Background: an optimization exercise with open tools, aiming at small area. Do not read the settings as production practice.
Only simulation tests tie the RTL to the original design; equivalence was not proved.
Power figures rest on the tool's default switching activity, not on a simulated workload.

Setup of umber:
==> flow/design.v (excerpt) <==
module query_latency_size_stats_top #(
  parameter int STAT_WIDTH = 32
) (
  input  logic        clk,
  input  logic        rst_n,
  input  logic        in_valid,
  output logic        in_ready,
  input  logic [2:0]  in_action,
  input  logic [31:0] in_byte_count,
  output logic        out_valid,
  input  logic        out_ready,
  output logic        out_enabled,
  output logic [31:0] out_query_total,
  output logic [31:0] out_error_total,
  output logic [31:0] out_bytes_least,
  output logic [31:0] out_bytes_mean,
  output logic [31:0] out_bytes_most,
  output logic [31:0] out_millis_least,
  output logic [31:0] out_millis_mean,
  output logic [31:0] out_millis_most
);
export LEC_CHECK = 0
export CAP_MARGIN = 20
export CORE_MARGIN = 2
export CORE_UTILIZATION = 70
export SLEW_MARGIN = 20
create_clock -name core_clock -period 10.0 [get_ports {clk}]
standard.sh (not shown) runs the stock make flow with config.mk's settings and CLKGATE_MAP_FILE= SYNTH_SCRIPT=/design/flow/synth_recipe.tcl, a recipe that flattens the netlist after the stock synthesis.
==> flow/flow/run.sh <==
#!/bin/bash
# Standard ORFS layout, with the smallest buffer on the ports and a clock tree
# of clkbuf_16 leaf clusters without dummy loads. Full make output goes to
# flow.log in the work folder; ORFS's own step logs stay under orfs/logs.
set -euo pipefail
export BUFFER_PORTS_ARGS="-buffer_cell sky130_fd_sc_hd__buf_1"
export CTS_ARGS="-sink_clustering_enable -repair_clock_nets -buf_list sky130_fd_sc_hd__clkbuf_16 -dont_use_dummy_load -sink_clustering_size 24 -sink_clustering_max_diameter 80"
bash standard.sh finish > flow.log 2>&1
What quartz does differently from umber at the input level:
--- a/flow/design.v
+++ b/flow/design.v
@@ -28,30 +28,35 @@
 );
   logic [33:0] el_r;      
   logic [31:0] ns_r, nf_r;
   logic [31:0] ml_r, mm_r, mh_r;
   logic [31:0] bl_r, bm_r, bh_r;
   logic [33:0] rm_r;
   logic        en_r, open_r, efull_r, clrp_r, ov_r, busy_r;
   logic [4:0]  c_r;       
-  logic [6:0]  p_r;       
+  logic [5:0]  sub_r;     
+  logic        trio_r;    
   logic        s_r, lt_r, gt_r, nz_r;
   logic        carry_r, dly_r, rdly_r, rneg_r, acc_r;
-  logic [5:0] sub;
-  logic       trio, p_evt, p_a, p_b, p_div, p_f, p_n, p_lastdiv;
-  assign trio      = p_r[6];
-  assign sub       = p_r[5:0];
-  assign p_evt     = !trio && (sub == 6'd0);
-  assign p_a       = trio && (sub == 6'd0);
-  assign p_b       = (sub == 6'd1);
-  assign p_div     = (sub >= 6'd2) && (sub <= 6'd34);
-  assign p_lastdiv = (sub == 6'd34);
-  assign p_f       = (sub == 6'd35);
-  assign p_n       = (sub == 6'd36);
+  localparam logic [5:0] ST_EVT  = 6'b000001;
+  localparam logic [5:0] ST_B    = 6'b000010;
+  localparam logic [5:0] ST_LAST = 6'b100101;
+  localparam logic [5:0] ST_F    = 6'b001011;
+  localparam logic [5:0] ST_N    = 6'b010110;
+  logic       trio, p_first, p_evt, p_a, p_b, p_div, p_f, p_n, p_lastdiv;
+  assign trio      = trio_r;
+  assign p_first   = (sub_r == ST_EVT);
+  assign p_evt     = !trio && p_first;
+  assign p_a       = trio && p_first;
+  assign p_b       = (sub_r == ST_B);
+  assign p_lastdiv = (sub_r == ST_LAST);
+  assign p_f       = (sub_r == ST_F);
+  assign p_n       = (sub_r == ST_N);
+  assign p_div     = !(p_first || p_b || p_f || p_n);
   logic run, c0, c15, clast, sh;
   assign run   = busy_r;
   assign clast = c_r[4];
   assign c0    = !c_r[4] && (c_r[3:0] == 4'd0);
   assign c15   = (c_r[3:0] == 4'd15);
   assign sh    = run && !clast;
   logic a_en, a_dis, a_start, a_stop, a_tick, bc_zero;
   logic clr, do_start, stop_ok, do_fail, do_fold, do_tick;
@@ -181,32 +186,35 @@
   always_ff @(posedge clk) begin
     if (!rst_n) begin
       en_r   <= 1'b0;
       open_r <= 1'b0;
       clrp_r <= 1'b1;
       ov_r   <= 1'b0;
       c_r    <= '0;
       busy_r <= 1'b0;
-      p_r    <= '0;
+      sub_r  <= ST_EVT;
+      trio_r <= 1'b0;
     end else begin
       if (ov_r && out_ready) ov_r <= 1'b0;
       c_r <= clast ? 5'd0 : c_r + 5'd1;
       if (!run) begin
         if (clast && in_valid && !ov_r) busy_r <= 1'b1;
       end else begin
         busy_r <= !done;
         if (clast) begin
           if (done) begin
-            p_r  <= '0;
-            ov_r <= 1'b1;
-          end else if (p_r == 7'd35) begin
-            p_r <= 7'd64;
+            sub_r  <= ST_EVT;
+            trio_r <= 1'b0;
+            ov_r   <= 1'b1;
+          end else if (p_f && !trio) begin
+            sub_r  <= ST_EVT;
+            trio_r <= 1'b1;
           end else begin
-            p_r <= p_r + 7'd1;
+            sub_r <= {sub_r[4:0], sub_r[5] ^ sub_r[4]};
           end
           if (p_evt) begin
             clrp_r <= 1'b0;
             if (a_en)  en_r <= 1'b1;
             if (a_dis) en_r <= 1'b0;
             if (do_start) begin
               open_r  <= 1'b1;
               efull_r <= 1'b0;
### Flow results
Looking at die extent in x, quartz sits 0.80% lower than umber does. Against umber, quartz comes in about 0.4% lower on internal power component. Critical-path cell with the highest stage delay: sky130_fd_sc_hd__o211ai_1 -> umber, sky130_fd_sc_hd__or4_4 -> quartz. Relative to umber, ratio of final minimum period to clock period increased by 0.76 points in quartz. umber → quartz: time the worst path needs with I/O delays and setup rose 0.076 ns, total vias in the final route fell 161, proportion of power drawn by flip-flops and latches about even.

==> what the ideal ports hide <==
Ports are ideal in the flow. The routed layouts listed here were re-timed in OpenROAD.
Step 1: set_driving_cell puts a clkbuf_16 on clk and a buf_2 on each other input, an assumption about the parent block.
Step 2 also shifts input and output timing later by t, the mid clock arrival at the registers, as if the neighbouring blocks saw the same clock.
Three values: no drivers, after step 1, after step 2; two values: the first two.
run | t, ns | setup slack, ns | worst register clock-pin slew, ns
umber | 0.541 | 4.452 / 4.419 / 4.419 | 0.10 / 0.10
quartz | 0.528 | 4.376 / 4.352 / 4.275 | 0.10 / 0.10
After both steps setup and hold are still met in every run listed. For quartz, which loses most, drivers alone change the setup slack by -0.024 ns; drivers and shift together by -0.101 ns.
